This design comes from an exercise in tuning for small area on the open sky130 flow, not from production work.
Function was checked by simulation only, so behaviour that the tests miss may differ from the original.
Power and IR drop assume default switching activity.

==> design/flow/design.v <==
module clk_div_bank #(
   parameter int unsigned CHANNELS = 12,
   parameter int unsigned CNT_W    = 20,
   parameter int unsigned AW       = 4
) (
   input  logic                clk,
   input  logic                rst_n,
   input  logic                cfg_we,
   input  logic [AW-1:0]       cfg_addr,
   input  logic [CNT_W-1:0]    cfg_div,
   input  logic [CHANNELS-1:0] en,
   input  logic                sync,
   output logic [CHANNELS-1:0] cout,
   output logic [CHANNELS-1:0] tick,
   output logic [CHANNELS-1:0] cfg_pend
);
   localparam int unsigned CAP_SH = CNT_W - 1;
   localparam int unsigned HW     = CNT_W - 1;
   function automatic logic [HW-1:0] rst_half(input int unsigned idx);
      if (idx + 1 >= CAP_SH) rst_half = (HW'(1) << (CAP_SH - 1)) - HW'(1);
      else rst_half = (HW'(1) << idx) - HW'(1);
   endfunction
   logic [HW-1:0] wl_c;
   logic          wb_c;
   logic          whi_c;
   assign whi_c = |cfg_div[CNT_W-1:1];
   assign wb_c  = cfg_div[0] & whi_c;
   assign wl_c  = whi_c ? (cfg_div[CNT_W-1:1] - HW'(!cfg_div[0])) : '0;
   logic [CHANNELS-1:0] pf_q, cout_q, tick_q;
   for (genvar i = 0; i < CHANNELS; i++) begin : g_ch
      logic [HW-1:0] r_q, rn_q, l_q, lr_q, pl_q;
      logic          ph_q, b_q, br_q, pb_q, dflt_q, commit;
      logic          wr, fresh, rz, r_b, r_b1, bnd, rst_c, end_hi, low_c;
      logic [HW-1:0] xl;
      logic          xb;
      assign l_q    = dflt_q ? rst_half(i) : lr_q;
      assign b_q    = br_q && !dflt_q;
      assign r_q    = ~rn_q;
      assign wr     = cfg_we && (cfg_addr == AW'(i));
      assign fresh  = !cout_q[i] && !ph_q;
      assign rz     = (r_q == '0);
      assign r_b    = (r_q == HW'(b_q));
      assign r_b1   = (r_q == HW'(b_q) + HW'(1));
      assign bnd    = !fresh && rz;
      assign rst_c  = !en[i] || sync || bnd;
      assign end_hi = !fresh && !ph_q && r_b1;
      assign low_c  = ph_q || r_b;
      assign commit = rst_c && (wr || pf_q[i]);
      assign xl = (wl_c & {HW{wr}}) | (pl_q & {HW{!wr}});
      assign xb = (wb_c & wr) | (pb_q & !wr);
      always_ff @(posedge clk) begin
         rn_q <= (fresh || end_hi) ? ~l_q : (rn_q + HW'(1));
         if (commit) begin
            lr_q <= xl;
            br_q <= xb;
         end
         pl_q <= xl;
         pb_q <= xb;
      end
      always_ff @(posedge clk or negedge rst_n) begin
         if (!rst_n) begin
            ph_q      <= 1'b0;
            dflt_q    <= 1'b1;
            pf_q[i]   <= 1'b0;
            cout_q[i] <= 1'b0;
            tick_q[i] <= 1'b0;
         end else begin
            cout_q[i] <= !rst_c && (fresh || !low_c);
            tick_q[i] <= bnd && en[i] && !sync;
            if (rst_c) begin
               ph_q    <= 1'b0;
               pf_q[i] <= 1'b0;
               if (wr || pf_q[i]) dflt_q <= 1'b0;
            end else begin
               ph_q    <= !fresh && (low_c || r_b1);
               pf_q[i] <= pf_q[i] || wr;
            end
         end
      end
   end
   assign cout     = cout_q;
   assign tick     = tick_q;
   assign cfg_pend = pf_q;
endmodule
==> design/flow/flow/run.sh <==
#!/bin/bash
set -euo pipefail
work=$PWD
export AREA_ABC_SCRIPT=$work/flow/abc_area.script
export CTS_ARGS="-sink_clustering_enable -repair_clock_nets -sink_clustering_size 16 -sink_clustering_max_diameter 60 -buf_list sky130_fd_sc_hd__clkbuf_8 -dont_use_dummy_load"
export BUFFER_PORTS_ARGS="-buffer_cell sky130_fd_sc_hd__buf_1"
{ head -n 1 synth_recipe.tcl; cat flow/abc_proc.tcl; tail -n +2 synth_recipe.tcl; } > synth_area.tcl
sed "s|SYNTH_SCRIPT=[^ ]*|SYNTH_SCRIPT=$work/synth_area.tcl|" standard.sh > synth_area.sh
bash synth_area.sh synth > synth_make.log 2>&1
bash standard.sh > standard_make.log 2>&1
==> design/flow/flow/abc_area.script <==
strash
&get -n
&st
&dch
&nf -R 1000
&st
&syn2
&dch
&nf -R 1000
&st
&dch
&nf -R 1000
&put
topo
==> design/flow/flow/abc_proc.tcl <==
# Run ABC with this flow's area-oriented script in place of the one ORFS picks; every other
# argument (liberty, dont_use cells, constraints) is kept as ORFS sets it.
proc abc {args} {
  set i [lsearch $args -script]
  if {$i >= 0} { lset args [expr {$i + 1}] $::env(AREA_ABC_SCRIPT) }
  yosys abc {*}$args
}
==> design/flow/standard.sh <==
#!/bin/bash
# synth_recipe.tcl (not shown) runs the flow's synth.tcl, then flattens the netlist and writes it again
# the make line also repeats each setting of config.mk as NAME=value (left out here)
make -C /OpenROAD-flow-scripts/flow DESIGN_CONFIG=/design/flow/config.mk WORK_HOME=/design/flow/orfs CLKGATE_MAP_FILE= SYNTH_SCRIPT=/design/flow/synth_recipe.tcl "${@:-finish}"
==> design/flow/config.mk <==
export PLATFORM = sky130hd
export DESIGN_NAME = clk_div_bank
export DESIGN_NICKNAME = clk_div_bank
export VERILOG_FILES = /design/flow/design.v
export SDC_FILE = /design/flow/constraint.sdc
export NUM_CORES = 4
export LEC_CHECK = 0
export CAP_MARGIN = 20
export CORE_MARGIN = 2
export CORE_UTILIZATION = 70
export SLEW_MARGIN = 20
==> design/flow/constraint.sdc <==
create_clock -name core_clock -period 5.0 [get_ports {clk}]
set_input_delay 1.0000 -clock core_clock [delete_from_list [all_inputs] [get_ports {clk}]]
set_output_delay 1.0000 -clock core_clock [all_outputs]
set_load 0.01 [all_outputs]
==> run summary, run 1 <==
TritonCTS built the clock tree. The largest family of logic cells by synthesized area was simple AND/OR/NAND/NOR gates. The H-tree generated during clock tree synthesis spans 2 levels.

The number of buffers inserted by port buffering was 75; the count of final hold-check violations was 0. Per report_power, the combinational group accounts for 10.3% of the total. Fraction of registers with async set/reset: 7.81%.

After detailed routing, the number of remaining DRC violations is 0. The register area share after synthesis is 65.1%, and the area of the mapped netlist is 0.0278 sq mm. The synthesized design spends more area on one cell type than any other, namely sky130_fd_sc_hd__dfxtp_1.

Power comes to 11.5 mW. A synthesized cell averages 10.9 sq um. For the remaining global-route overflow, the log shows 0. The synthesized netlist devotes 0.630% of its cell area to adder and majority cells. The total non-filler cell area in the finished layout is 0.0299 sq mm, and the internal power consumption is 8.62 mW.

In the synthesized netlist the dominant register cell turns out to be sky130_fd_sc_hd__dfxtp_1. The run gives 0.0413 sq mm as the total die area. In this run the worst hold path is classified as flop to flop. The count of distinct cell types in the synthesized netlist came out at 51.

The worst register-to-register path ends at g_ch[11].rn_q[8]. The detailed router finished its first iteration with 1809 violations. Synthesis produced a netlist whose cell count is 2549.

76 I/O pins were placed. Proportion of netlist area held by the largest area contributor: 33.7%. The worst reg-to-reg setup slack came out at 1.55 ns. For the data arrival time of the worst path, the log shows 3.89 ns. The static leakage came out at 10.9 nW.

Number of warnings printed during yosys synthesis: 1. Ratio of cells with drive above 1 in the final layout: 5.03%. The total of endpoints with negative setup slack in the final report is 0, and the power per unit of standard cell area is 384 mW/mm^2. Share of synthesized cell area in and, or, nand and nor gates: 14.7%. By instance count, the leading cell after synthesis is sky130_fd_sc_hd__dfxtp_1. For the maximum clock rate, the log shows 283 MHz. The cell area reported after detailed placement is 0.0291 sq mm, and the total of fill cells in the finished design is 2632.

In this run the critical register-to-register path is launched from g_ch[11].rn_q[8]. The largest net degree at the start of global routing came out at 61. Power share of the sequential group: 65.5%. After clock tree synthesis, the flow added hold-fix buffers numbering 0. The xor/xnor share of the synthesized area came out at 4.82%. The logs give 19300 for the via count of the first global-routing pass and 76.8% for the final core utilization. The actual transition at the worst max-transition pin is 1.14 ns, and the half-perimeter wire length after detailed placement is 42300 microns. For the number of cell rows, the log shows 72. Tracing the worst setup path back leads to its startpoint at cfg_div[11]. The detailed-route vias per instance was 6.08; the routed via count was 19700. STA puts the critical path data required time at 5.36 ns. Global routing used 31.3% of the available tracks across all layers. Launch point of the worst hold path: g_ch[4].lr_q[15]. The tools report the switching component of the power as 2.86 mW. The synthesized-area fraction occupied by ao, oa, aoi and oai cells came out at 14.1%.

Setup repair after global routing left no endpoint under its margin. The portion of synthesized area spent on multiplexers is 0%. Buffers inserted during clock tree synthesis total 54. The core region is 0.0389 sq mm. Clock-pin slew was measured on the worst setup and hold paths at 0.10 ns.

Post-CTS repair changed the size of 0 cells. Max-cap violations in this run came to 0. The depth of the worst hold-timing path works out to 1. The pre-antenna-repair detailed-routing pass consisted of 6 iterations.

The final setup slack of the worst path was 1.47 ns; the number of clock sinks was 768. In this run the remaining antenna-violating nets after routing total 0. The die outline height was 203 microns; the starting utilization of the core area was 71.4%.

By count the netlist is led by sky130_fd_sc_hd__dfxtp_1 (468), sky130_fd_sc_hd__nor2_1 (317), sky130_fd_sc_hd__nand2_1 (259), sky130_fd_sc_hd__a21oi_1 (248), sky130_fd_sc_hd__edfxtp_1 (240). In this run the post-CTS setup repair buffer count came out at 0. The first global-routing pass estimated 101000 microns of wire. The run finished with no timing, DRC or antenna violations.

Wires add up to 63500 microns. At the end of routability-driven placement, the weighted congestion stood at 0.885. For the finished layout, the period the worst path requires is 3.53 ns. Share of the clock period used by the worst path after layout: 70.7%. The flip-flop and latch count after synthesis is 768, and the logic depth of the worst register-to-register path is 10. Measured against its own limit, the worst slew margin works out to 23.8%. The initial antenna violation count is 7. The path with the worst hold slack has its endpoint at g_ch[4].rn_q[15].

The tools report the pre-CTS setup slack as 0.916 ns. Summed over all failing endpoints, the final setup total negative slack is 0 ns. The fraction of power consumed by the clock network is 24.1%, and the detailed-route wire length per cell is 19.6 microns.

The worst-skew pair later-pin latency came out at 0.68 ns. For the max-slew violation count, the log shows 0. The tools report the number of nets produced by synthesis as 2603.

Net switching is 24.9% of the power. The synthesized design contains 240 enable-type register cells. Measured along the x axis, the die boundary spans 203 microns. The maximum fanout along the worst path works out to 20.

CTS placed an instance of sky130_fd_sc_hd__clkbuf_8 at the clock tree root. Largest vdd supply drop: 400 uV. The tools report the net count reported at finish as 2778.

The worst setup path is captured at a flop. For the area of all sequential standard cells, the log shows 0.0181 sq mm. Kind of critical path: primary input to flop. The nature of the critical path startpoint was a primary input. Summing all multi-input logic gate instances after layout gives 0.00961 sq mm.

The area growth from synthesis to layout is 7.64%. The clock arrives with 0.0372 ns of skew. The clock passes through at most 3 buffers. Ranked by total cell area, the synthesized netlist is headed by sky130_fd_sc_hd__dfxtp_1 (34%), sky130_fd_sc_hd__edfxtp_1 (26%), sky130_fd_sc_hd__a21oi_1 (4.5%).
[power groups by stage]
stage	registers, mW	logic [mW]	clock network (mW)
6_report	7.52	1.18	2.77
4_1_cts	7.52	1.18	2.81
2_1_floorplan	7.56	0.828	0
3_5_place_dp	7.65	1.18	0
5_1_grt	7.59	1.35	3.02
3_3_place_gp	7.62	1.08	0
[worst max-delay path: stages]
cell and delay [ns]:
sky130_fd_sc_hd__buf_1 0.11, sky130_fd_sc_hd__nor3_1 0.37, sky130_fd_sc_hd__nor4b_1 0.48, sky130_fd_sc_hd__nand3_1 0.68
sky130_fd_sc_hd__nand2_1 0.97, sky130_fd_sc_hd__o21ai_0 0.28
[cell families after synthesis]
kind of cell	Yosys count
simple gates	891
flops	768
compound gates	671
xor+xnor	153
buf+inv	52
fa+ha+maj	14
[placed cells by master, fill, tap and decap left out, types with 13 or more instances in the layout]
| master | netlist | final |
|---|---|---|
| sky130_fd_sc_hd__xnor2_1 | 76 | 76 |
| sky130_fd_sc_hd__dfxtp_1 | 468 | 468 |
| sky130_fd_sc_hd__ha_1 | 14 | 14 |
| sky130_fd_sc_hd__nand2_1 | 259 | 259 |
| sky130_fd_sc_hd__edfxtp_1 | 240 | 240 |
| sky130_fd_sc_hd__nor2_1 | 317 | 306 |
| sky130_fd_sc_hd__a31oi_1 | 39 | 33 |
| sky130_fd_sc_hd__nor3_1 | 21 | 21 |
| sky130_fd_sc_hd__o21ai_0 | 191 | 189 |
| sky130_fd_sc_hd__nor2b_1 | 44 | 44 |
| sky130_fd_sc_hd__dfrtp_1 | 48 | 48 |
| sky130_fd_sc_hd__and3_1 | 35 | 35 |
| sky130_fd_sc_hd__buf_4 | 0 | 45 |
| sky130_fd_sc_hd__nand2b_1 | 16 | 16 |
| sky130_fd_sc_hd__buf_1 | 0 | 74 |
| sky130_fd_sc_hd__a22oi_1 | 76 | 76 |
| sky130_fd_sc_hd__nand3_1 | 83 | 83 |
| sky130_fd_sc_hd__nand4_1 | 31 | 31 |
| sky130_fd_sc_hd__xor2_1 | 77 | 77 |
| sky130_fd_sc_hd__a21oi_1 | 248 | 245 |
| sky130_fd_sc_hd__nor4_1 | 13 | 13 |
| sky130_fd_sc_hd__clkbuf_8 | 0 | 54 |
| sky130_fd_sc_hd__clkinv_1 | 52 | 52 |
| sky130_fd_sc_hd__nor3b_1 | 24 | 24 |
| sky130_fd_sc_hd__o22ai_1 | 33 | 33 |
[state kept, by name (all words and copies together), names as in the netlist]
name / count
g_ch.pl_q: 228
g_ch.dflt_q: 12
g_ch.rn_q: 228
g_ch.pb_q: 12
tick_q: 12
g_ch.ph_q: 12
cout_q: 12
g_ch.br_q: 12
g_ch.lr_q: 228
pf_q: 12
[per-stage QoR]
stage,cells,hold slack [ns]
floorplan,2549,0.396
global placement,3186,0.404
detailed placement,3186,0.410
CTS,3240,0.398
global route,3241,0.409
finish,3242,0.391
[how the worst max path moves through the flow]
| stage | end | slack, ns | cells past startpoint |
|---|---|---|---|
| detailed placement | g_ch[8].lr_q[12] | 0.92 | 6 |
| finish | g_ch[0].lr_q[9] | 1.47 | 6 |
| global placement | g_ch[2].lr_q[12] | 1.00 | 6 |
| CTS | g_ch[4].lr_q[12] | 1.60 | 6 |
| global route | g_ch[11].rn_q[6] | 1.16 | 10 |
| floorplan | g_ch[3].br_q | 0.64 | 4 |
[routing by layer]
layer	routed length [microns]	part of all wire [%]	GRT usage (%)	vias up
li1	-	-	-	9514
met1	26700	42	42.0	9458
met2	30400	48	51.9	613
met3	4190	6.6	5.48	126
met4	2180	3.4	10.8	8
met5	50	0.079	0	-
[final cells by class]
| class | instances | share of cell area (%) |
|---|---|---|
| well taps | 518 | 2.17 |
| inverters | 52 | 0.653 |
| clock buffers | 54 | 2.49 |
| flip-flops and latches | 768 | 60.5 |
| repair buffers | 119 | 2.06 |
| multi-input cells | 1729 | 32.1 |
| diodes | 2 | 0.0167 |
==> inputs of run 2 (changes only) <==
==> design/flow/flow/abc_area.script (replaced) <==
strash
&get -n
&st
&dc2
&dch
&nf -R 1000
&st
&dc2
&syn2
&dch
&nf -R 1000
&st
&dch
&nf -R 1000
&put
topo
==> run summary, run 2 <==
The worst-skew pair later-pin latency is 0.68 ns (about the same), and the ratio of cells with drive above 1 in the final layout is 4.62% (-0.41 points). The worst hold path class is primary input to asynchronous set/reset pin. For the number of DRC markers in iteration 0, the log shows 1526 (-16%). The detailed-route DRC error count is 0 (unchanged).

The hold buffer count at CTS was 0 (unchanged); the static leakage was 10.7 nW (-1.1%). The tools report the via count of the first global-routing pass as 18800 (-2.2%). Element type at the critical path end: a flop. Cell count after synthesis: 2497 (-2.0%). The die outline height came out at 203 microns (-0.17%).

The run finished with no timing, DRC or antenna violations. For the max-slew violation count, the log shows 0 (unchanged). The CTS clock-pin slew for the worst setup and hold paths was 0.10 ns (about the same).

In the final layout, the registers with the most flip-flops are g_ch.lr_q x228, g_ch.pl_q x228, g_ch.rn_q x228. For the relative max-transition margin, the log shows 28.6% (+4.8 points). The cell sitting at the root of the clock tree is a sky130_fd_sc_hd__clkbuf_8. Average cell area after synthesis: 11.1 sq um (+1.7%). Count of distinct cell types in the synthesized netlist: 47 (-7.8%).

The combined global-route utilization of all metal layers was 30.6% (-0.72 points); the net count reported at finish was 2718 (-2.2%). The core footprint was 0.0388 sq mm (-0.23%); the number of buffers inserted by port buffering was 75 (unchanged). Setup repair after global routing left no endpoint under its margin.

The run gives 294 uV (-27%) as the largest vdd supply drop. Detailed-route vias per instance: 6.13 (+0.76%). From synthesis to final layout, the design area changed by 7.40%.

The count of nets left with antenna violations after detail routing came out at 0 (unchanged). The total die area is 0.0412 sq mm (-0.35%). The number of gates resized after CTS came out at 0 (unchanged). The starting utilization of the core area was 71.3% (-0.089 points). The proportion of netlist area held by the largest area contributor works out to 33.8% (+0.12 points). The final weighted congestion of routability-driven global placement was 0.877 (-0.93%); the number of H-tree levels was 2 (unchanged). The register area share after synthesis is 65.4% (+0.23 points). By count the netlist is led by sky130_fd_sc_hd__dfxtp_1 (468), sky130_fd_sc_hd__nor2_1 (273), sky130_fd_sc_hd__nand2_1 (263), sky130_fd_sc_hd__edfxtp_1 (240), sky130_fd_sc_hd__a21oi_1 (221). Of all cell types, the one taking the most synthesized area is sky130_fd_sc_hd__dfxtp_1. The largest net degree at the start of global routing came out at 43 (-30%). The count of flip-flops with a built-in enable after synthesis was 240 (unchanged). The logs give 303 MHz (+6.9%) for the maximum clock rate and 54 (unchanged) for the number of buffers created by CTS. The maximum fanout along the worst path was 11 (-45%); the number of clock sinks was 768 (unchanged). The flip-flop and latch count after synthesis came out at 768 (unchanged). The required time of the critical path is 5.60 ns (+0.24 ns), and the number of nets produced by synthesis is 2551 (-2.0%).

The run gives 62000 microns (-2.3%) as the wire length reported by the detailed router. For the final setup slack of the worst path, the log shows 1.69 ns (+0.229 ns). The area of the mapped netlist is 0.0277 sq mm (-0.36%).

The count of final hold-check violations is 0 (unchanged), and the fraction of registers with async set/reset is 7.81% (unchanged). The total of endpoints with negative setup slack in the final report was 0 (unchanged). The iteration count of the initial detailed-routing pass was 5 (-1). The total negative slack was 0 ns (unchanged). The run gives 40600 microns (-4.0%) as the half-perimeter wire length after detailed placement. The run gives 3 (unchanged) as the number of buffers between clock root and the deepest sink. Die width: 203 microns (-0.17%). The tools report the post-CTS setup-driven buffer insertion count as 0 (unchanged). The worst setup path is launched from a flop. The most used flip-flop cell after synthesis is sky130_fd_sc_hd__dfxtp_1.

The final critical delay including setup and external delays was 3.31 ns (-0.229 ns). For the remaining global-route overflow, the log shows 0 (unchanged). The share of the clock period used by the worst path after layout was 66.1% (-4.6 points); the count of pins on the block boundary was 76 (unchanged).

Slowest stage cell on the critical path: sky130_fd_sc_hd__a21oi_1. The worst setup path is of the flop to flop kind. TritonCTS built the clock tree. For the initial antenna violation count, the log shows 4 (-3).

Traced cell by cell, the critical path runs through nand3_1 > nor2_1 > nand4_1 > nor4_1 > o2111ai_1 > a21oi_1 > nand2b_1 > o22ai_1. The top cell types in the final layout, fill and taps aside, are sky130_fd_sc_hd__dfxtp_1 (468), sky130_fd_sc_hd__nor2_1 (266), sky130_fd_sc_hd__nand2_1 (263), sky130_fd_sc_hd__edfxtp_1 (240), sky130_fd_sc_hd__a21oi_1 (218). The detailed-route wire length per cell works out to 19.5 microns (-0.43%).

The library cell used most frequently in the layout, excluding fill and tap cells, is sky130_fd_sc_hd__dfxtp_1. Among all cell types in the netlist, the one instantiated most often is sky130_fd_sc_hd__dfxtp_1. The data arrival time of the worst path is 3.90 ns (about the same), and the peak per-stage delay on the critical path is 0.77 ns (-0.20 ns). The number of maximum-capacitance violations is 0 (unchanged), and the pre-CTS setup slack is 1.19 ns (+0.277 ns).

The power per unit of standard cell area works out to 377 mW/mm^2 (-1.7%). The final clock skew is 0.0435 ns (+0.00631 ns), and the number of antenna cells inserted is 0 (-2). The final core utilization came out at 76.6% (-0.27 points). In the post-synthesis netlist, the biggest area contributors are sky130_fd_sc_hd__dfxtp_1 (34%), sky130_fd_sc_hd__edfxtp_1 (26%), sky130_fd_sc_hd__dfrtp_1 (4.3%).

For the first-pass GRT wire length, the log shows 98700 microns (-2.0%). The number of cell rows was 72 (unchanged). For the routed via count, the log shows 19500 (-1.2%). The run gives 1 (unchanged) as the number of warnings printed during yosys synthesis.

Actual transition at the worst max-transition pin: 1.07 ns (-0.0716 ns).
run 2: changes by cell type after synthesis, sizes merged, moves of 13 or more:
cell / change
clkinv: -19
xor2: +17
a21oi: -27
a22oi: +22
o21ai: -22
nor2: -44
xnor2: -13
run 2: cell type report:
cell class	instances	area, sq um
Multi-Input combinational cell	1696	9550
Tap cell	518	648
Inverter	33	124
Fill cell	2667	9090
Sequential cell	768	18100
Timing Repair Buffer	111	579
Clock buffer	54	743
run 2: logic make-up after synthesis:
group	count (synthesis)	share of synthesized area (%)
multiplexers	1	0.0362
adder cells (fa/ha/maj)	14	0.633
flip-flops	768	65.4
buffers and inverters	33	0.447
AND/OR/NAND/NOR	879	14.8
XOR/XNOR	157	4.97
AO/OA/AOI/OAI	645	13.8
run 2: worst paths after layout:
check | startpoint | cells past startpoint | endpoint | slack, ns
max | g_ch[11].rn_q[10] | 8 | g_ch[11].rn_q[4] | 1.69
max in group asynchronous | rst_n | 2 | g_ch[7].dflt_q | 3.69
min | rst_n | 1 | cout_q[0] | 0.32
max reg2reg | g_ch[11].rn_q[10] | 8 | g_ch[11].rn_q[4] | 1.69
min in group core_clock | g_ch[9].lr_q[13] | 1 | g_ch[9].rn_q[13] | 0.42
min reg2reg | g_ch[9].lr_q[13] | 1 | g_ch[9].rn_q[13] | 0.42
run 2: routing by layer:
metal | vias up | global-route usage [%] | wire, microns
li1 | 9338 | - | -
met1 | 9423 | 43.6 | 26700
met2 | 626 | 49.9 | 29400
met3 | 101 | 3.64 | 4250
met4 | 0 | 9.15 | 1680
met5 | - | 0 | 0
run 2: critical path: cells and delay by family, from the launching register on:
kind | cells | cell delay [ns]
AO/OA/AOI/OAI | 3 | 1.33
flip-flops | 1 | 0.41
AND/OR/NAND/NOR | 5 | 1.48
run 2: power breakdown:
| group | switching, mW | total (mW) | leakage, nW | internal, mW |
|---|---|---|---|---|
| Clock | 1.79 | 2.76 | 0.388 | 0.968 |
| Sequential | 0.264 | 7.42 | 6.90 | 7.16 |
| Combinational | 0.661 | 1.04 | 3.44 | 0.377 |
run 2: per-stage QoR:
| stage | instance area, sq um | cells | power (mW) | hold WS (ns) |
|---|---|---|---|---|
| after CTS | 29700 | 3179 | 11.3 | 0.282 |
| after detailed placement | 29000 | 3125 | 8.58 | 0.410 |
| after global routing | 29700 | 3180 | 11.7 | 0.301 |
| after floorplan | 27700 | 2497 | 8.20 | 0.396 |
| final | 29700 | 3180 | 11.2 | 0.322 |
| after global placement | 28900 | 3121 | 8.46 | 0.403 |
==> inputs of run 3 (changes only) <==
==> design/flow/flow/abc_area.script (replaced) <==
strash
&get -n
&st
&dc2
&dch
&nf -R 1000
&st
&dc2
&syn2
&dch
&nf -R 1000
&st
&dch
&nf -R 1000
&put
strash
&get -n
&st
&dc2
&dch
&nf -R 1000
&st
&dch
&nf -R 1000
&put
strash
&get -n
&st
&dc2
&dch
&nf -R 1000
&st
&dch
&nf -R 1000
&put
topo
==> run summary, run 3 <==
The tools report the required time of the critical path as 5.53 ns (-0.07 ns). For the data arrival time of the worst path, the log shows 4.10 ns (+0.20 ns). The largest vdd supply drop was 339 uV (+15%); the first-pass GRT wire length was 98700 microns (about the same).

The number of clock sinks is 768 (unchanged), and the largest net degree at the start of global routing is 61 (+42%). The worst hold path class was flop to flop. The met3 routing resource usage after global routing was 5.00% (+1.4 points); the net count reported at finish was 2709 (-0.33%). Startpoint of the lowest-slack register-to-register path: g_ch[10].rn_q[9]. The count of pins on the block boundary was 76 (unchanged).

The startpoint identified for the worst hold timing path is g_ch[0].lr_q[12]. For the internal power consumption, the log shows 8.51 mW (+0.17%). Setup repair after global routing left no endpoint under its margin. The proportion of netlist area held by the largest area contributor is 34.1% (+0.22 points), and the final core utilization is 76.3% (-0.25 points). The run gives 0 (unchanged) as the count of final hold-check violations.

The run gives 0.880 (+0.32%) as the final weighted congestion of routability-driven global placement. The tools report the met2 layer usage reported by global route as 50.8% (+0.91 points). The detailed-route DRC error count came out at 0 (unchanged).

The number of cell rows is 72 (unchanged), and the number of DRC markers in iteration 0 is 1898 (+24%). The die width came out at 202 microns (-0.32%). The top cell types in the final layout, fill and taps aside, are sky130_fd_sc_hd__dfxtp_1 (468), sky130_fd_sc_hd__nand2_1 (268), sky130_fd_sc_hd__a21oi_1 (268), sky130_fd_sc_hd__nor2_1 (262), sky130_fd_sc_hd__edfxtp_1 (240). Area of the mapped netlist: 0.0275 sq mm (-0.66%). The tools report the number of buffers created by CTS as 54 (unchanged). Kind of critical path: flop to flop. The count of flip-flops with a built-in enable after synthesis was 240 (unchanged); the number of buffers between clock root and the deepest sink was 3 (unchanged). Nature of the critical path startpoint: a flop. The detailed-route vias per instance was 6.22 (+1.4%); the power share of the sequential group was 66.1% (about the same). The total negative slack is 0 ns (unchanged).

The power per unit of standard cell area works out to 381 mW/mm^2 (+0.98%). The logs give 0.0409 sq mm (-0.64%) for the total die area and 63300 microns (+2.0%) for the wire length reported by the detailed router. The flip-flop and latch count after synthesis came out at 768 (unchanged). The library cell used most frequently in the layout, excluding fill and tap cells, is sky130_fd_sc_hd__dfxtp_1. The half-perimeter wire length after detailed placement is 42400 microns (+4.5%).

The buffer type at the clock tree root was sky130_fd_sc_hd__clkbuf_8. The tools report the number of maximum-capacitance violations as 0 (unchanged). The tools report the total of fill cells in the finished design as 2673 (+0.22%).

For the total of endpoints with negative setup slack in the final report, the log shows 0 (unchanged). The number of buffers inserted by port buffering came out at 75 (unchanged). The via count of the first global-routing pass is 18800 (-0.13%), and the fraction of registers with async set/reset is 7.81% (unchanged). The area of all sequential standard cells is 0.0181 sq mm (unchanged). The worst-skew pair later-pin latency is 0.66 ns (-0.02 ns). The post-CTS setup-driven buffer insertion count was 0 (unchanged). The maximum clock rate was 280 MHz (-7.4%).

TritonCTS built the clock tree. The die outline height came out at 202 microns (-0.32%). The run finished with no timing, DRC or antenna violations. The CTS clock-pin slew for the worst setup and hold paths is 0.10 ns (about the same), and the remaining global-route overflow is 0 (unchanged). The overall power after layout was 11.3 mW (+0.42%). For the register area share after synthesis, the log shows 65.8% (+0.43 points).

After global routing, the most crowded layer is met2. The startpoint of the most critical setup path was g_ch[10].rn_q[9]. The final critical delay including setup and external delays was 3.57 ns (+0.265 ns). The tools report the switching component of the power as 2.75 mW (+1.2%).

The share of total power consumed by net switching is 24.4% (+0.19 points). For this run, the leading register cell type out of synthesis is sky130_fd_sc_hd__dfxtp_1. The run gives 2540 (-0.43%) as the number of nets produced by synthesis. The cell count after synthesis is 2486 (-0.44%), and the detailed-route wire length per cell is 19.9 microns (+2.2%). The relative max-transition margin is 28.4% (-0.17 points). The worst hold slack was 0.413 ns (+0.0910 ns); the initial antenna violation count was 5 (+1).

The iteration count of the initial detailed-routing pass was 5 (unchanged); the ratio of cells with drive above 1 in the final layout was 4.71% (+0.091 points). The average cell area after synthesis is 11.1 sq um (-0.22%). The count of distinct cell types in the synthesized netlist was 48 (+2.1%); the static leakage was 10.8 nW (+0.89%). The maximum fanout along the worst path was 12 (+1). The tools report the hold buffer count at CTS as 0 (unchanged). The starting utilization of the core area is 71.0% (-0.30 points). Count of nets left with antenna violations after detail routing: 0 (unchanged). For the max-slew violation count, the log shows 0 (unchanged).

The combined global-route utilization of all metal layers is 31.0% (+0.41 points), and the number of warnings printed during yosys synthesis is 1 (unchanged). For the number of gates resized after CTS, the log shows 0 (unchanged). By area the synthesized netlist is led by sky130_fd_sc_hd__dfxtp_1 (34%), sky130_fd_sc_hd__edfxtp_1 (26%), sky130_fd_sc_hd__a21oi_1 (4.9%). Compared with the post-synthesis result, the final layout area differs by 7.51%. The logs give 19700 (+1.2%) for the routed via count and 2 (unchanged) for the number of H-tree levels.

Ranked by instance count, the synthesized netlist is headed by sky130_fd_sc_hd__dfxtp_1 (468), sky130_fd_sc_hd__a21oi_1 (269), sky130_fd_sc_hd__nor2_1 (269), sky130_fd_sc_hd__nand2_1 (268), sky130_fd_sc_hd__edfxtp_1 (240). Final clock skew: 0.0400 ns (-0.00353 ns). In the final layout, the registers with the most flip-flops are g_ch.lr_q x228, g_ch.pl_q x228, g_ch.rn_q x228.

Area of the multi-input gates: 0.00938 sq mm (-1.8%). The run gives 42.4% (-1.1 points) as the met1 track demand over resource in global routing. sky130_fd_sc_hd__dfxtp_1 takes more of the synthesized area than any other cell.

Actual transition at the worst max-transition pin: 1.07 ns (+0.00263 ns). The run gives 0.0387 sq mm (-0.23%) as the core footprint. The worst setup path is captured at a flop.

The fraction of power consumed by the clock network is 24.5% (about the same). Among all cell types in the netlist, the one instantiated most often is sky130_fd_sc_hd__dfxtp_1. The combinational group share of total power is 9.4% (about the same), and the share of the clock period used by the worst path after layout is 71.4% (+5.3 points).
-- run 3: cell count changes in the layout (fill, tap and decap cells not counted), moves of 8 or more --
| cell | change |
|---|---|
| sky130_fd_sc_hd__a21oi_1 | +50 |
| sky130_fd_sc_hd__xor2_1 | -26 |
| sky130_fd_sc_hd__o21ai_0 | +22 |
| sky130_fd_sc_hd__a31oi_1 | -13 |
| sky130_fd_sc_hd__xnor2_1 | -13 |
| sky130_fd_sc_hd__nor3_1 | -12 |
| sky130_fd_sc_hd__and3_1 | +11 |
| sky130_fd_sc_hd__nor2b_1 | -10 |
| sky130_fd_sc_hd__nor3b_1 | -10 |
| sky130_fd_sc_hd__nand3_1 | -9 |
| sky130_fd_sc_hd__o32ai_1 | +9 |
| sky130_fd_sc_hd__o21a_1 | -8 |
| sky130_fd_sc_hd__o22ai_1 | -8 |
-- run 3: kinds of logic (layout without fill, tap and decap cells) --
kind of cell,after synthesis,in the layout,share of synthesized area [%]
other,0,2,0
AOI/OAI and AO/OA,701,701,14.9
xor gates and xnor gates,118,118,3.76
buffers and inverters,30,197,0.409
adders and majority gates,14,14,0.637
muxes,4,4,0.146
DFF,768,768,65.8
and+or+nand+nor,851,851,14.3
-- run 3: metal layers --
| layer | share of wire, % | wire, microns |
|---|---|---|
| met1 | 41 | 26000 |
| met2 | 47 | 29900 |
| met3 | 8.6 | 5450 |
| met4 | 3.1 | 1940 |
| met5 | 0.044 | 28 |
-- run 3: metrics by stage --
step           worst slack, ns  std cells  area [sq um]
2_1_floorplan            0.705       2486         27500
3_3_place_gp              1.12       3116         28800
3_5_place_dp              1.11       3117         28800
4_1_cts                   1.46       3171         29600
5_1_grt                   1.14       3171         29600
6_report                  1.43       3173         29600
-- run 3: final timing paths --
kind                                     to  slack [ns]  cells after the start
setup / recovery           g_ch[10].rn_q[3]        1.43                      7
min in group asynchronous           pf_q[0]        0.53                      1
hold reg to reg            g_ch[0].rn_q[12]        0.41                      1
setup reg to reg           g_ch[10].rn_q[3]        1.43                      7
max in group asynchronous          pf_q[10]        3.81                      1
hold / removal             g_ch[0].rn_q[12]        0.41                      1
-- run 3: worst max-delay path: stages (launching register included) --
cell,delay (ns)
sky130_fd_sc_hd__dfxtp_1,0.41
sky130_fd_sc_hd__nand3_1,0.13
sky130_fd_sc_hd__or3_1,0.41
sky130_fd_sc_hd__or4_1,0.55
sky130_fd_sc_hd__a2111o_1,0.36
sky130_fd_sc_hd__a21oi_1,0.85
sky130_fd_sc_hd__nand2_1,0.48
sky130_fd_sc_hd__o32ai_1,0.25
-- run 3: cell type report --
cell class | count | share of cell area (%)
inverter | 30 | 0.381
multi-input combinational | 1688 | 31.7
tap | 518 | 2.19
antenna | 2 | 0.0169
timing repair buffer | 113 | 2.00
clock buffer | 54 | 2.51
sequential | 768 | 61.2
-- run 3: power groups by stage --
| stage | clock (mW) | sequential [mW] | combinational, mW |
|---|---|---|---|
| floorplan | 0 | 7.50 | 0.725 |
| global placement | 0 | 7.55 | 0.958 |
| detailed placement | 0 | 7.58 | 1.05 |
| CTS | 2.81 | 7.44 | 1.05 |
| global route | 3.02 | 7.50 | 1.20 |
| finish | 2.76 | 7.45 | 1.06 |
==> inputs of run 4 (changes only) <==
==> design/flow/flow/run.sh (replaced) <==
#!/bin/bash
set -euo pipefail
work=$PWD
export AREA_ABC_SCRIPT=$work/flow/abc_area.script
export CTS_ARGS="-sink_clustering_enable -repair_clock_nets -sink_clustering_size 18 -sink_clustering_max_diameter 60 -buf_list sky130_fd_sc_hd__clkbuf_8 -dont_use_dummy_load"
export BUFFER_PORTS_ARGS="-buffer_cell sky130_fd_sc_hd__buf_1"
{ head -n 1 synth_recipe.tcl; cat flow/abc_proc.tcl; tail -n +2 synth_recipe.tcl; } > synth_area.tcl
sed "s|SYNTH_SCRIPT=[^ ]*|SYNTH_SCRIPT=$work/synth_area.tcl|" standard.sh > synth_area.sh
bash synth_area.sh synth > synth_make.log 2>&1
bash standard.sh > standard_make.log 2>&1
--- a/design/flow/config.mk
+++ b/design/flow/config.mk
@@ -7,5 +7,5 @@
 export LEC_CHECK = 0
 export CAP_MARGIN = 20
 export CORE_MARGIN = 2
-export CORE_UTILIZATION = 70
+export CORE_UTILIZATION = 80
 export SLEW_MARGIN = 20
==> run summary, run 4 <==
The flow ran to the end and the layout has no timing, DRC or antenna violations. The count of nets left with antenna violations after detail routing was 0 (unchanged). The run gives 27.3% (-1.1 points) as the relative max-transition margin. The min-delay analysis places its worst path in the category flop to flop. The tools report the remaining global-route overflow as 0 (unchanged). Broken down by cell family, the worst path's largest delay share belongs to simple AND/OR/NAND/NOR gates. The total die area is 0.0359 sq mm (-12%), and the share of the clock period used by the worst path after layout is 74.9% (+3.5 points). In the synthesized netlist, the cells that appear most often are sky130_fd_sc_hd__dfxtp_1 (468), sky130_fd_sc_hd__a21oi_1 (269), sky130_fd_sc_hd__nor2_1 (269), sky130_fd_sc_hd__nand2_1 (268), sky130_fd_sc_hd__edfxtp_1 (240). The capturing element of the worst setup path was g_ch[3].rn_q[12].

The number of buffers inserted by port buffering is 75 (unchanged). First-pass GRT wire length: 101000 microns (+2.6%). The post-CTS setup-driven buffer insertion count was 0 (unchanged).

Total of endpoints with negative setup slack in the final report: 0 (unchanged). The most used flip-flop cell after synthesis is sky130_fd_sc_hd__dfxtp_1. The hold buffer count at CTS was 0 (unchanged); the average cell area after synthesis was 11.1 sq um (unchanged). The number of DRC markers in iteration 0 was 2046 (+7.8%). The run gives 65.8% (unchanged) as the register area share after synthesis. The logs give 81.6% (+11 points) for the starting utilization of the core area and 0.62 ns (-0.04 ns) for the worst-skew pair later-pin latency.

The max-slew violation count came out at 0 (unchanged). In the layout the commonest cells are sky130_fd_sc_hd__dfxtp_1 (468), sky130_fd_sc_hd__a21oi_1 (268), sky130_fd_sc_hd__nand2_1 (267), sky130_fd_sc_hd__nor2_1 (260), sky130_fd_sc_hd__edfxtp_1 (240). For the total of fill cells in the finished design, the log shows 1686 (-37%). Fraction of registers with async set/reset: 7.81% (unchanged). The ratio of cells with drive above 1 in the final layout is 4.43% (-0.29 points). The kind of critical path was flop to flop. The slowest stage cell on the critical path was sky130_fd_sc_hd__nor2_1. The run gives 0 (unchanged) as the number of maximum-capacitance violations. The die width is 189 microns (-6.3%).

The routed via count came out at 20400 (+3.6%). The critical path starts at g_ch[3].rn_q[8]. The net count reported at finish is 2700 (-0.33%), and the logic depth of the worst register-to-register path is 8 (+1).

The CTS clock-pin slew for the worst setup and hold paths is 0.10 ns (about the same). The final critical delay including setup and external delays was 3.75 ns (+0.177 ns); the proportion of netlist area held by the largest area contributor was 34.1% (unchanged). The cell count along the critical path came out at 8 (+1). The final weighted congestion of routability-driven global placement was 0.888 (+0.92%); the growth of design area from synthesis to finish was 6.86%. Setup repair after global routing left no endpoint under its margin. The number of gates resized after CTS was 0 (unchanged); the detailed-route wire length per cell was 20.9 microns (+4.9%). TritonCTS built the clock tree.

Detailed-route DRC error count: 0 (unchanged). The logs give 41600 microns (-1.8%) for the half-perimeter wire length after detailed placement and 0 ns (unchanged) for the total negative slack. The tools report the count of pins on the block boundary as 76 (unchanged).

Static leakage: 10.8 nW (-0.50%). The logs give 67 (-6.9%) for the number of cell rows and 2486 (unchanged) for the cell count after synthesis. Largest net degree at the start of global routing: 61 (unchanged). The run gives 267 MHz (-4.7%) as the maximum clock rate. The count of final hold-check violations was 0 (unchanged).

In the post-synthesis netlist, the biggest area contributors are sky130_fd_sc_hd__dfxtp_1 (34%), sky130_fd_sc_hd__edfxtp_1 (26%), sky130_fd_sc_hd__a21oi_1 (4.9%). For the worst reg-to-reg setup slack, the log shows 1.25 ns (-0.18 ns). The peak per-stage delay on the critical path came out at 0.89 ns (+0.04 ns).

The buffer type at the clock tree root was sky130_fd_sc_hd__clkbuf_8. The required time of the critical path came out at 5.41 ns (-0.12 ns). The largest area contributor in the synthesized netlist was sky130_fd_sc_hd__dfxtp_1. The number of H-tree levels was 2 (unchanged).

The data arrival time of the worst path came out at 4.15 ns (+0.05 ns). The logs give 1 (unchanged) for the number of warnings printed during yosys synthesis and 6 (+1) for the iteration count of the initial detailed-routing pass. The tools report the final clock skew as 0.0400 ns (-0.000000100 ns). The actual transition at the worst max-transition pin was 1.09 ns (+0.0170 ns). The placed instance count was 3043 (-2.4%). The count of flip-flops with a built-in enable after synthesis was 240 (unchanged). Via count of the first global-routing pass: 19700 (+5.0%).

The tools report the number of clock sinks as 768 (unchanged). The die outline height is 189 microns (-6.3%). The startpoint of the lowest-slack register-to-register path is g_ch[3].rn_q[8]. The number of buffers created by CTS was 49 (-9.3%); the area of the mapped netlist was 0.0275 sq mm (unchanged). For the overall power after layout, the log shows 11.2 mW (-0.74%). For the number of standard cells in the final layout excluding fillers, the log shows 3096 (-2.4%). Power per unit of standard cell area: 380 mW/mm^2 (-0.14%). The library cell used most frequently in the layout, excluding fill and tap cells, is sky130_fd_sc_hd__dfxtp_1. The run gives 2540 (unchanged) as the number of nets produced by synthesis. The signal on the critical path passes through nand3_1 > nor3_1 > nand2_1 > nor4_1 > o2111ai_1 > a21o_1 > nor2_1 > a22oi_1. The wire length reported by the detailed router was 64800 microns (+2.4%); the flip-flop and latch count after synthesis was 768 (unchanged). The initial antenna violation count was 7 (+2). For the count of distinct cell types in the synthesized netlist, the log shows 48 (unchanged). The detailed-route vias per instance was 6.60 (+6.2%); the largest vdd supply drop was 367 uV (+8.2%). The worst setup path is launched from a flop. The worst setup path is captured at a flop. The core footprint is 0.0337 sq mm (-13%), and the combined global-route utilization of all metal layers is 36.0% (+5.0 points).

In the final layout, the registers with the most flip-flops are g_ch.lr_q x228, g_ch.pl_q x228, g_ch.rn_q x228. The total buffers and inverters traversed by the critical path was 0 (unchanged); the maximum fanout along the worst path was 16 (+4). The worst register-to-register path ends at g_ch[3].rn_q[12].

The number of buffers between clock root and the deepest sink is 3 (unchanged). The most common cell in the synthesized netlist is sky130_fd_sc_hd__dfxtp_1.
==> run 4: layout make-up <==
cell class	instances	area, sq um	share of cell area [%]
antenna	4	10.0	0.0341
clock buffer	49	674	2.29
inverter	30	113	0.383
multi-input combinational	1688	9400	32.0
sequential	768	18100	61.6
tap	448	561	1.91
timing repair buffer	109	542	1.84
==> run 4: how the worst min path moves through the flow <==
stage | start | endpoint | depth (start not counted)
floorplan | g_ch[9].lr_q[12] | g_ch[9].rn_q[12] | 1
global placement | g_ch[10].lr_q[14] | g_ch[10].rn_q[14] | 1
detailed placement | g_ch[0].lr_q[4] | g_ch[0].rn_q[4] | 1
CTS | g_ch[5].lr_q[18] | g_ch[5].rn_q[18] | 1
global route | g_ch[7].lr_q[17] | g_ch[7].rn_q[17] | 1
finish | g_ch[5].lr_q[18] | g_ch[5].rn_q[18] | 1
==> run 4: cell families (layout without fill, tap and decap cells) <==
logic type	after synthesis	after routing	synth area share (%)
muxes	4	4	0.146
buffers and inverters	30	188	0.409
adders and majority gates	14	14	0.637
other	0	4	0
DFF	768	768	65.8
and+or+nand+nor	851	851	14.3
xor gates and xnor gates	118	118	3.76
AOI/OAI and AO/OA	701	701	14.9
==> run 4: metal layers <==
layer | up-vias | wire length, microns | track usage, %
li1 | 9337 | - | -
met1 | 9875 | 25300 | 48.1
met2 | 1019 | 31000 | 59.4
met3 | 200 | 5950 | 5.63
met4 | 0 | 2620 | 15.4
met5 | - | 0 | 0
==> run 4: stage by stage <==
stage          instance area, sq um  utilization, %  hold slack, ns  setup WS, ns
2_1_floorplan                 27500               -           0.396         0.705
3_3_place_gp                  28700            85.1           0.402          1.33
3_5_place_dp                  28700            85.2           0.407          1.21
4_1_cts                       29400            87.2           0.410          1.34
5_1_grt                       29400            87.2           0.419         0.958
6_report                      29400            87.2           0.408          1.25
==> run 4: report_power, final <==
| part | internal, mW | switching [mW] | leakage, nW |
|---|---|---|---|
| Clock | 0.884 | 1.74 | 0.352 |
| Combinational | 0.378 | 0.719 | 3.52 |
| Sequential | 7.17 | 0.293 | 6.90 |
==> inputs of run 5 (changes only) <==
--- a/design/flow/config.mk
+++ b/design/flow/config.mk
@@ -7,5 +7,5 @@
 export LEC_CHECK = 0
 export CAP_MARGIN = 20
 export CORE_MARGIN = 2
-export CORE_UTILIZATION = 80
+export CORE_UTILIZATION = 70
 export SLEW_MARGIN = 20
==> run summary, run 5 <==
The number of H-tree levels was 2 (unchanged). The launch point of the worst hold path was g_ch[8].lr_q[13]. The routed via count was 19700 (-3.8%).

In this run the critical register-to-register path is captured at g_ch[10].rn_q[3]. The area of the mapped netlist is 0.0275 sq mm (unchanged), and the largest net degree at the start of global routing is 61 (unchanged). The tools report the cell count after synthesis as 2486 (unchanged). The tools report the overall power after layout as 11.2 mW (about the same).

The number of gates resized after CTS came out at 0 (unchanged). Static leakage: 10.8 nW (+0.23%). Setup repair after global routing left no endpoint under its margin. The relative max-transition margin is 28.5% (+1.2 points). The kind of critical path was flop to flop. The run gives 0.0419 ns (+0.00193 ns) as the final clock skew.

For the half-perimeter wire length after detailed placement, the log shows 42400 microns (+1.9%). The number of clock sinks came out at 768 (unchanged). The number of buffers inserted by port buffering works out to 75 (unchanged).

The register area share after synthesis is 65.8% (unchanged). Power per unit of standard cell area: 379 mW/mm^2 (-0.41%). The primary flip-flop cell chosen by synthesis mapping is sky130_fd_sc_hd__dfxtp_1. The run gives 71.0% (-11 points) as the starting utilization of the core area.

The cell area reported after detailed placement was 0.0288 sq mm (+0.40%). Of all cell types, the one taking the most synthesized area is sky130_fd_sc_hd__dfxtp_1. The proportion of netlist area held by the largest area contributor came out at 34.1% (unchanged). Compared with the post-synthesis result, the final layout area differs by 7.30%. Leaving out fill and tap cells, the most frequent cells in the layout are sky130_fd_sc_hd__dfxtp_1 (468), sky130_fd_sc_hd__nand2_1 (268), sky130_fd_sc_hd__a21oi_1 (268), sky130_fd_sc_hd__nor2_1 (262), sky130_fd_sc_hd__edfxtp_1 (240). The CTS clock-pin slew for the worst setup and hold paths came out at 0.11 ns (about the same). After synthesis, the cell types taking the most area are sky130_fd_sc_hd__dfxtp_1 (34%), sky130_fd_sc_hd__edfxtp_1 (26%), sky130_fd_sc_hd__a21oi_1 (4.9%). The tools report the number of warnings printed during yosys synthesis as 1 (unchanged). The average cell area after synthesis was 11.1 sq um (unchanged); the number of buffers created by CTS was 50 (+2.0%). The remaining global-route overflow is 0 (unchanged), and the detailed-route vias per instance is 6.20 (-6.0%). The logic depth of the worst register-to-register path was 7 (-1). Total of fill cells in the finished design: 2668 (+58%). The path class of the tightest hold or removal check is flop to flop. For the hold buffer count at CTS, the log shows 0 (unchanged). The capturing element of the worst setup path was g_ch[10].rn_q[3].

The final critical delay including setup and external delays works out to 3.55 ns (-0.201 ns). TritonCTS built the clock tree. The die width was 202 microns (+6.8%). The run gives 4.09 ns (-0.06 ns) as the data arrival time of the worst path. The worst setup path is captured at a flop.

The logs give 18800 (-4.6%) for the via count of the first global-routing pass and 48 (unchanged) for the count of distinct cell types in the synthesized netlist. For the number of maximum-capacitance violations, the log shows 0 (unchanged). The wire length reported by the detailed router came out at 63400 microns (-2.1%). The tools report the number of nets produced by synthesis as 2540 (unchanged). The detailed-route DRC error count came out at 0 (unchanged). Startpoint of the most critical setup path: g_ch[10].rn_q[9]. The count of nets left with antenna violations after detail routing was 0 (unchanged).

The run gives 2705 (+0.19%) as the net count reported at finish. Count of pins on the block boundary: 76 (unchanged). Among all cell types in the netlist, the one instantiated most often is sky130_fd_sc_hd__dfxtp_1. The largest vdd supply drop was 289 uV (-21%). The post-CTS setup-driven buffer insertion count is 0 (unchanged), and the number of DRC markers in iteration 0 is 1751 (-14%).

The count of flip-flops with a built-in enable after synthesis was 240 (unchanged); the total die area was 0.0409 sq mm (+14%). The total non-filler cell area in the finished layout is 0.0295 sq mm (+0.41%). The worst register-to-register path begins at g_ch[10].rn_q[9]. The total negative slack is 0 ns (unchanged), and the max-slew violation count is 0 (unchanged). The final weighted congestion of routability-driven global placement was 0.880 (-0.91%); the count of final hold-check violations was 0 (unchanged).

Iteration count of the initial detailed-routing pass: 5 (-1). The logs give 5 (-2) for the initial antenna violation count and 98800 microns (-2.4%) for the first-pass GRT wire length. The die outline height was 202 microns (+6.8%).

The root buffer cell chosen for the clock tree is sky130_fd_sc_hd__clkbuf_8. The detailed-route wire length per cell came out at 20.0 microns (-4.3%). The number of cell rows was 72 (+7.5%).

The flip-flop and latch count after synthesis works out to 768 (unchanged). The actual transition at the worst max-transition pin is 1.07 ns (-0.0176 ns). The core footprint is 0.0387 sq mm (+15%), and the maximum fanout along the worst path is 12 (-4). For the final core utilization, the log shows 76.2% (-11 points). Leaving out fill and tap cells, the most frequent cell in the layout is sky130_fd_sc_hd__dfxtp_1. The worst-skew pair later-pin latency came out at 0.67 ns (+0.05 ns). In the final layout, the registers with the most flip-flops are g_ch.lr_q x228, g_ch.pl_q x228, g_ch.rn_q x228. The fraction of registers with async set/reset is 7.81% (unchanged). The required time of the critical path is 5.54 ns (+0.13 ns).

The combined global-route utilization of all metal layers was 31.0% (-4.9 points). The share of the clock period used by the worst path after layout works out to 70.9% (-4.0 points). Maximum clock rate: 282 MHz (+5.7%). The number of buffers between clock root and the deepest sink was 3 (unchanged).

The flow ran to the end and the layout has no timing, DRC or antenna violations. The tools report the worst reg-to-reg setup slack as 1.45 ns (+0.20 ns). STA classifies the critical path startpoint as a flop. In the synthesized netlist, the cells that appear most often are sky130_fd_sc_hd__dfxtp_1 (468), sky130_fd_sc_hd__a21oi_1 (269), sky130_fd_sc_hd__nor2_1 (269), sky130_fd_sc_hd__nand2_1 (268), sky130_fd_sc_hd__edfxtp_1 (240). The total of endpoints with negative setup slack in the final report was 0 (unchanged); the ratio of cells with drive above 1 in the final layout was 4.57% (+0.14 points).
-- run 5: cell type report --
type / count / area (sq um) / area share (%)
antenna: 1 / 2.50 / 0.00848
clock buffer: 50 / 688 / 2.33
inverter: 30 / 113 / 0.382
multi-input combinational: 1688 / 9380 / 31.8
sequential: 768 / 18100 / 61.3
tap: 518 / 648 / 2.20
timing repair buffer: 113 / 592 / 2.01
-- run 5: worst max-delay path: stages (launching register included) --
cell and delay [ns]:
sky130_fd_sc_hd__dfxtp_1 0.42, sky130_fd_sc_hd__nand3_1 0.13, sky130_fd_sc_hd__or3_1 0.40, sky130_fd_sc_hd__or4_1 0.55, sky130_fd_sc_hd__a2111o_1 0.36, sky130_fd_sc_hd__a21oi_1 0.84
sky130_fd_sc_hd__nand2_1 0.47, sky130_fd_sc_hd__o32ai_1 0.23
-- run 5: power breakdown --
| part | switching (mW) | internal [mW] | total (mW) |
|---|---|---|---|
| clock | 1.78 | 0.900 | 2.68 |
| combinational | 0.678 | 0.380 | 1.06 |
| sequential | 0.279 | 7.17 | 7.45 |
| total | 2.73 | 8.45 | 11.2 |
-- run 5: how the worst min path moves through the flow --
stage / to / slack, ns / cells past startpoint
after CTS: g_ch[8].rn_q[13] / 0.42 / 1
after global routing: g_ch[3].rn_q[14] / 0.43 / 1
after floorplan: g_ch[9].rn_q[12] / 0.40 / 1
final: g_ch[8].rn_q[13] / 0.41 / 1
after detailed placement: g_ch[0].rn_q[17] / 0.40 / 1
after global placement: g_ch[1].rn_q[13] / 0.40 / 1
-- run 5: metrics by stage --
| step | worst slack [ns] | hold WS (ns) | std cells |
|---|---|---|---|
| final | 1.45 | 0.412 | 3168 |
| after floorplan | 0.705 | 0.396 | 2486 |
| after global placement | 1.12 | 0.400 | 3116 |
| after global routing | 1.15 | 0.435 | 3167 |
| after CTS | 1.46 | 0.417 | 3167 |
| after detailed placement | 1.11 | 0.404 | 3117 |
-- run 5: cells by family after synthesis --
family | after synthesis | share of synthesized area, %
AND/OR/NAND/NOR | 851 | 14.3
multiplexers | 4 | 0.146
AO/OA/AOI/OAI | 701 | 14.9
buffers and inverters | 30 | 0.409
XOR/XNOR | 118 | 3.76
flip-flops | 768 | 65.8
adder cells (fa/ha/maj) | 14 | 0.637
-- run 5: layer usage --
metal | share of wire, % | vias to the layer above | GRT usage (%)
met1 | 41 | 9465 | 42.4
met4 | 2.9 | 6 | 10.0
met2 | 48 | 719 | 51.2
li1 | - | 9345 | -
met5 | 0.054 | - | 0
met3 | 8.2 | 121 | 5.21

## re-timing with driven ports
The results above use ideal ports. As a check the final layouts listed here were re-extracted and re-timed, cells and wires unchanged. Step 1: set_driving_cell puts a clkbuf_16 on clk and a buf_2 on each other input, an assumption about the parent block. Step 2 also shifts input and output timing later by t, the mid clock arrival at the registers, as if the neighbouring blocks saw the same clock. Three values: ideal ports, drivers, drivers and shift; two values: the first two.
run	t, ns	slack for setup (ns)	hold slack, ns	latest minus earliest clock arrival (ns)	cell pins on the clock port's net
run 1	0.707	1.466 / 1.495 / 0.789	0.391 / 0.391 / 0.391	0.043 / 0.043	1
run 2	0.706	1.695 / 1.695 / 1.107	0.322 / 0.292 / 0.421	0.046 / 0.046	1
run 3	0.695	1.430 / 1.430 / 1.053	0.413 / 0.413 / 0.413	0.053 / 0.054	1
run 4	0.647	1.253 / 1.253 / 1.026	0.408 / 0.408 / 0.408	0.056 / 0.055	1
run 5	0.701	1.454 / 1.454 / 1.067	0.412 / 0.412 / 0.412	0.051 / 0.051	1
After both steps every run listed still meets setup and hold. The setup slack of run 1, which loses most, moves by +0.029 ns with the drivers and by -0.677 ns with both steps.
